Source: an optimization exercise on an open RTL-to-GDS flow (aim: small area, a short achievable clock period and few clock cycles per item). Production flows keep margins and buffers that such runs may drop. Only simulation tests tie the RTL to the original design; equivalence was not proved.

==> flow/design.v, too long to show whole: its modules and the start of the top module <==
// module mcs_ctrl: 96 lines
// module mcs_srt_sel: 11 lines
// module mcs_fa: 10 lines
// module mcs_srt_row: 22 lines
// module mcs_dp: 13377 lines
// module multiplexed_counter_scaler_unit: 59 lines
module multiplexed_counter_scaler_unit #(
  parameter int NUM_CPUS = mcs_pkg::NUM_CPUS_DEF
) (
  input  logic                            clk,
  input  logic                            rst,
  input  logic                            s_tvalid,
  output logic                            s_tready,
  input  logic [mcs_pkg::IN_DATA_W-1:0]   s_tdata,
  input  logic                            s_tuser,    
  input  logic                            s_tlast,
  output logic                            m_tvalid,
  input  logic                            m_tready,
  output logic [mcs_pkg::OUT_DATA_W-1:0]  m_tdata,
  output logic [mcs_pkg::STAT_W-1:0]      m_tuser,    
  output logic                            m_tlast,
  input  logic                            cfg_valid,
  output logic                            cfg_ready,
  input  logic [mcs_pkg::VAL_W-1:0]       cfg_data
);
  // ...
==> flow/run.sh <==
#!/bin/bash
# synth_recipe.tcl (not shown) runs the flow's synth.tcl, then flattens the netlist and writes it again
# the make line also repeats each setting of config.mk as NAME=value (left out here)
make -C /OpenROAD-flow-scripts/flow DESIGN_CONFIG=/design/flow/config.mk WORK_HOME=/design/flow/orfs CLKGATE_MAP_FILE= SYNTH_SCRIPT=/design/flow/synth_recipe.tcl finish
==> flow/config.mk <==
export PLATFORM = sky130hd
export DESIGN_NAME = multiplexed_counter_scaler_unit
export DESIGN_NICKNAME = multiplexed_counter_scaler_unit
export VERILOG_FILES = /design/flow/design.v
export SDC_FILE = /design/flow/constraint.sdc
export NUM_CORES = 4
export LEC_CHECK = 0
export CAP_MARGIN = 20
export CORE_MARGIN = 2
export CORE_UTILIZATION = 55
export SETUP_SLACK_MARGIN = 5
export SLEW_MARGIN = 20
export SYNTH_HIERARCHICAL = 1
export SYNTH_MEMORY_MAX_BITS = 8192
export SYNTH_MINIMUM_KEEP_SIZE = 0
export TNS_END_PERCENT = 5
==> flow/constraint.sdc <==
create_clock -name core_clock -period 10.0 [get_ports {clk}]
set_input_delay 2.0000 -clock core_clock [delete_from_list [all_inputs] [get_ports {clk}]]
set_output_delay 2.0000 -clock core_clock [all_outputs]
set_load 0.01 [all_outputs]
==> flow_summary.ini, run 1 <==
[detailed_routing]
ant_nets = 35
dr.pass1.iters = 7
wl_per_cell_microns = 34.9
met1_length_microns = 908000
vias = 479682
dr_wl_met3_microns = 272000

[critical_path]
arrival_ns = 6.49
crit_buf_inv = 2
timing.critical_path.to = u_dp.m1_b[188]
startpoint_type = register

[timing]
max_slew.worst_pin.slew_ns = 2.14
setup_tns_ns = 0
fin_crit_sh = 0.545
finalMaxSlewViolations = 162

[worst_hold_path]
hold_end = u_dp.dv_lq[12][25]

[clock_network]
cts_setup_buffers = 85
clockRootBuffer = clkbuf_16
clock_latency_ns = 1.47
ctsHtreeMaxLevel = 7

[placement]
hpwl_microns = 1640000
dpl.cell_count = 71143

[cells_and_area]
sh_seq_area = 0.492
inverters = 2350
design.seq.count = 15165
reg.largest.list = u_dp.mem_c x2048, u_dp.mem_e x2048, u_dp.mem_r x2048
clock_cell_area_share = 0.0550
top_area_cell_class = flip-flops and latches

[run_status]
so_faults = antenna rules, slew limit
status = failed layout checks

[grt]
grt.overflow.total = 0
grt_pass1_vias = 489788
grt_use_met2 = 0.550
grt_util_all_layers = 0.338

[synth]
syn_area_per_cell_sq_um = 16.0
yosysWarnings = 460

[floorplan]
core-area_sq_mm = 1.52
n_tap_cell = 20247
Testbench counts, summed over its fixed seeds: cycles 2,280, items 2,048.
==> run 2, diff against run 1 <==
--- a/flow/config.mk
+++ b/flow/config.mk
@@ -7,7 +7,8 @@
 export LEC_CHECK = 0
 export CAP_MARGIN = 20
 export CORE_MARGIN = 2
-export CORE_UTILIZATION = 55
+export CORE_UTILIZATION = 62
+export CTS_BUF_LIST = sky130_fd_sc_hd__clkbuf_8
 export SETUP_SLACK_MARGIN = 5
 export SLEW_MARGIN = 20
 export SYNTH_HIERARCHICAL = 1
==> run 2 against run 1 <==
- fails the layout checks on antenna rules, capacitance limit, slew limit
- critical path depth increased by 4
- via count increased by 2.0%
- non-clock buffer count decreased by 106
- die area fell by 11%
==> flow_summary.ini, run 2 <==
[clock_network]
clockBufferDepth = 6
cts_buffers = 2467
clockRootBuffer = clkbuf_8
path_clk_slew_ns = 0.06
cts_sinks = 15165
clock_latency_ns = 1.74
ctsHtreeMaxLevel = 8
cts_tree = done
cts_hold_buf = 0

[detailed_routing]
wl_per_cell_microns = 34.6
drc = 0
ant_nets = 41
dr.pass1.iters = 9
vias_per_cell = 6.56
vias = 489118
wl_microns = 2580000
drt_iter0_drc = 68791

[grt]
grt_util_all_layers = 0.374
grt_max_degree = 182
grt_pass1_wl_microns = 3620000
grt.overflow.total = 0
grt_pass1_vias = 504277
antenna_found_initial = 379

[timing]
grt_setup_unrepaired = yes
hold_violations = 0
finalMaxSlewViolations = 53
setup_tns_ns = 0
layout_setup_ws_ns = 4.50
max_slew.worst_pin.slew_ns = 1.59
finalSetupViolations = 0
fin_crit_sh = 0.550
fin_hold_ws_ns = 0.328
fin_crit_ns = 5.50
timing.fmax_mhz = 182
slew_headroom = -0.0614
finClkSkew_ns = 0.317

[cells_and_area]
fin_area_sq_mm = 0.912
reg.largest.list = u_dp.mem_c x2048, u_dp.mem_e x2048, u_dp.mem_r x2048
drive_gt1_frac = 0.167
final_cell_mix = edfxtp_1 (14973), fa_1 (8569), mux2_2 (4216)
syn_to_final_growth_pct = 8.79
nets = 64567
final_core_util = 0.676
layout_commonest_cell = edfxtp_1
fin_cells = 74557

[placement]
dpl.cell_count = 68824
post-place-ws_ns = 3.40
port_buffers = 400
hpwl_microns = 1590000
place_area_sq_mm = 0.858
place_congestion = 0.967

[critical_path]
reg2reg_depth = 12
arrival_ns = 6.51
crit_type = reg -> reg
regToRegStartpoint = u_dp.f0_en[1]
rrSetupSlack_ns = 4.50
required_ns = 11.01
startpoint_type = register
end_kind = register
path_max_fanout = 12
r2r_end = u_dp.f1_de[50]

[worst_hold_path]
hold_end = u_dp.m3_d[19]
min_delay_path_depth = 0
min-delay-start = u_dp.m2_d[19]
hp-class = reg -> reg

[floorplan]
core-area_sq_mm = 1.35
dieArea_sq_mm = 1.36
start_util = 0.621
die_x_microns = 1170
row_count = 427
io_pins = 405
die_h_microns = 1170

[synth]
syn_area_per_cell_sq_um = 16.0
syn_area_sq_mm = 0.838
yosysWarnings = 460
synthCells = 52444

[run_status]
so_faults = antenna rules, capacitance limit, slew limit
status = failed layout checks

[flow_run]
maxCapViolations = 2
run 2: cell count changes in the layout (fill, tap and decap cells not counted), sizes merged, moves of 4 or more:
cell           delta
buf              -94
clkinv          +128
nand2             +4
clkdlybuf4s50     -5
inv             +785
diode           -148
bufinv           -66
clkbuf          +537
and2              -4
clkinvlp         +28
run 2: timing repair:
item / CTS / global route
endpoints found under the hold margin: 0 / 0
setup endpoints to repair: 3354 / 3183
setup buffers: 94 / 162
pin swaps: 19 / 66
gates cloned: 17 / 31
gates resized for setup: 321 / 428
run 2: area by class of cell:
| class | count | area (sq um) |
|---|---|---|
| sequential | 15165 | 453000 |
| timing repair inverter | 1 | 7.51 |
| clock buffer | 2510 | 34500 |
| antenna | 1145 | 2870 |
| inverter | 2349 | 8910 |
| fill | 89704 | 438000 |
| clock inverter | 1769 | 9910 |
| timing repair buffer | 1594 | 18200 |
| multi-input combinational | 32006 | 361000 |
| tap | 18018 | 22500 |
run 2: worst max-delay path: stages (launching register included):
cell      delay [ns]
edfxtp_1        0.61
inv_1           0.16
fa_2            0.44
nor2b_1         0.13
o21ai_1         0.15
a21boi_2        0.26
o21ai_0         0.27
a21oi_2         0.39
a41oi_2         0.31
o31ai_4         0.41
nand3b_1        0.22
a31o_2          0.33
xnor2_2         1.15
run 2: worst max-delay path by stage:
stage                       from                end  slack, ns  cells after the start
2_1_floorplan         u_ctrl.adv  u_dp.mem_c[16][0]     -72.33                      2
3_3_place_gp    u_dp.dv_s[8][62]    u_dp.dv_s[9][2]       3.45                     15
3_5_place_dp    u_dp.dv_s[8][62]   u_dp.dv_s[9][12]       3.40                     15
4_1_cts        u_dp.dv_s[16][62]   u_dp.dv_s[17][2]       4.70                     11
5_1_grt            u_dp.f0_pe[0]     u_dp.f1_de[50]       4.52                     12
6_report           u_dp.f0_en[1]     u_dp.f1_de[50]       4.50                     12
run 2: metal layers:
layer | vias to the layer above | wire, microns | GRT usage
li1 | 194336 | - | -
met1 | 249009 | 846000 | 0.459
met2 | 36865 | 1210000 | 0.589
met3 | 8816 | 329000 | 0.111
met4 | 92 | 199000 | 0.230
met5 | - | 1290 | 0.00280
==> run 3, diff against run 2 <==
--- a/flow/config.mk
+++ b/flow/config.mk
@@ -5,12 +5,12 @@
 export SDC_FILE = /design/flow/constraint.sdc
 export NUM_CORES = 4
 export LEC_CHECK = 0
-export CAP_MARGIN = 20
+export CAP_MARGIN = 35
 export CORE_MARGIN = 2
-export CORE_UTILIZATION = 62
+export CORE_UTILIZATION = 50
 export CTS_BUF_LIST = sky130_fd_sc_hd__clkbuf_8
 export SETUP_SLACK_MARGIN = 5
-export SLEW_MARGIN = 20
+export SLEW_MARGIN = 35
 export SYNTH_HIERARCHICAL = 1
 export SYNTH_MEMORY_MAX_BITS = 8192
 export SYNTH_MINIMUM_KEEP_SIZE = 0
==> run 3 against run 2 <==
- fails the layout checks on antenna rules, slew limit
- clock-buffer cell count increased by 132
- worst hold slack improved by 0.013 ns
- sequential cell count unchanged
- synthesized cell count unchanged
- utilization decreased by 12 points
- clock skew decreased by 0.096 ns
- register-to-register slack improved by 0.07 ns
- final area increased by 1.3%
- die area increased by 24%
==> flow_summary.ini, run 3 <==
[timing]
slew_headroom = -0.0296
finClkSkew_ns = 0.221
finalSetupViolations = 0
hold_violations = 0
layout_setup_ws_ns = 4.57
max_slew.worst_pin.slew_ns = 1.54
fin_hold_ws_ns = 0.341
finalMaxSlewViolations = 12
setup_tns_ns = 0
fin_crit_ns = 5.43
fin_crit_sh = 0.543
timing.fmax_mhz = 184
grt_setup_unrepaired = yes

[worst_hold_path]
hp-class = reg -> reg
min_delay_path_depth = 0

[cells_and_area]
fin_area_sq_mm = 0.923
ff_latch_area_sq_mm = 0.453
reg.largest.list = u_dp.mem_c x2048, u_dp.mem_e x2048, u_dp.mem_r x2048
drive_gt1_frac = 0.175
layout_commonest_cell = edfxtp_1
final_cell_mix = edfxtp_1 (14973), fa_1 (8554), mux2_2 (4175)
fillers = 133260
final_core_util = 0.552
multi_input_area_sq_mm = 0.362
fin_cells = 79380
nets = 64958
syn_to_final_growth_pct = 10.2

[synth]
syn_area_sq_mm = 0.838
syn_area_per_cell_sq_um = 16.0
yosysWarnings = 460
synthCells = 52444

[run_status]
so_faults = antenna rules, slew limit
status = failed layout checks

[detailed_routing]
dr.pass1.iters = 9
vias_per_cell = 6.11
vias = 484964
drt_iter0_drc = 60240
wl_per_cell_microns = 34.8
ant_nets = 49
drc = 0
wl_microns = 2770000

[clock_network]
clockRootBuffer = clkbuf_8
cts_sinks = 15165
clockBufferDepth = 6
cts_tree = done
clock_latency_ns = 1.69
ctsHtreeMaxLevel = 8
path_clk_slew_ns = 0.06
cts_hold_buf = 0
cts_buffers = 2568

[placement]
place_congestion = 0.926
hpwl_microns = 1720000
port_buffers = 400
place_area_sq_mm = 0.866
dpl.cell_count = 73178
post-place-ws_ns = 3.34

[grt]
grt_util_all_layers = 0.319
antenna_found_initial = 446
grt.overflow.total = 0
grt_pass1_vias = 502898
grt_pass1_wl_microns = 3810000
grt_max_degree = 187

[critical_path]
reg2reg_depth = 8
startpoint_type = register
cpLargestDelayFamily = adder cells
crit_chain = buf_12 > and2_1 > fa_1 > fa_1 > fa_1 > fa_1 > fa_1 > fa_1
worst_path_largest_cell_delay_ns = 0.64
arrival_ns = 6.71
path_max_fanout = 59
rrSetupSlack_ns = 4.57
crit_buf_inv = 1
cpMostUsedCell = fa_1
crit_cells = 8
crit_path_top_delay_cell = fa_1
crit_type = reg -> reg
required_ns = 11.28
end_kind = register

[floorplan]
io_pins = 405
die_h_microns = 1300
start_util = 0.501
die_x_microns = 1300
core-area_sq_mm = 1.67
dieArea_sq_mm = 1.69
row_count = 475

[flow_run]
maxCapViolations = 0
## run 3: cell count changes in the layout (fill, tap and decap cells not counted), sizes merged, moves of 14 or more
cell,change
diode,+229
clkinvlp,-14
bufinv,-17
clkinv,+44
clkbuf,+140
clkdlybuf4s50,-28
buf,+307
## run 3: routing by layer
metal / vias up / GRT usage / part of all wire
met3: 6229 / 0.0723 / 0.10
met2: 28899 / 0.524 / 0.49
met5: - / 0.000224 / 0.00020
met1: 254244 / 0.399 / 0.35
met4: 84 / 0.166 / 0.060
li1: 195508 / - / -
## run 3: repair_timing
action | 4_1_cts | 5_1_grt
buffers inserted | 88 | 214
resized for setup | 237 | 581
setup endpoints to repair | 3298 | 3316
pin swaps | 25 | 75
gates cloned | 25 | 47
## run 3: area by class of cell
class                           instances  area share
Tap cell                            22180      0.0301
Sequential cell                     15165       0.491
Clock buffer                         2642      0.0394
Clock inverter                       1779      0.0102
Timing Repair Buffer                 1884      0.0239
Timing Repair inverter                  2   0.0000136
Multi-Input combinational cell      32005       0.392
Inverter                             2349     0.00968
Antenna cell                         1374     0.00372
## run 3: path summary, 6_finish.rpt
check | end | from
worst min-delay path | u_dp.m2_dr[47] | u_dp.m1_dr[47]
worst max-delay path | u_dp.m1_b[374] | u_dp.f1_de[20]
worst min register to register | u_dp.m2_dr[47] | u_dp.m1_dr[47]
worst max register to register | u_dp.m1_b[374] | u_dp.f1_de[20]

-- afterwards: timing with drivers on the ports --
In the flow no input, the clock included, has a driving cell. The finished layouts below were timed again as built, in two steps. Step 1, drivers: a clkbuf_16 drives clk and a buf_2 each remaining input, both assumed. Step 2 times the ports against the registers' clock, not the clock port: input delays grow and output delays shrink by t, the midpoint of the rising clock arrivals with the driver on. a / b / c = ideal / step 1 / step 2; a / b = the first two.
run	t (ns)	setup WS [ns]	hold WS [ns]	worst setup path after step 2	pins driven straight from the clock port
run 1	1.527	4.550 / 4.550 / 3.297	0.358 / 0.358 / 0.358	input to register	1
run 2	1.767	4.502 / 4.502 / 3.486	0.328 / 0.328 / 0.328	input to register	1
run 3	1.785	4.575 / 4.575 / 3.276	0.341 / 0.341 / 0.341	input to register	1
The setup slack of run 3, which loses most, moves by 0.000 ns with the drivers and by -1.299 ns with both steps.
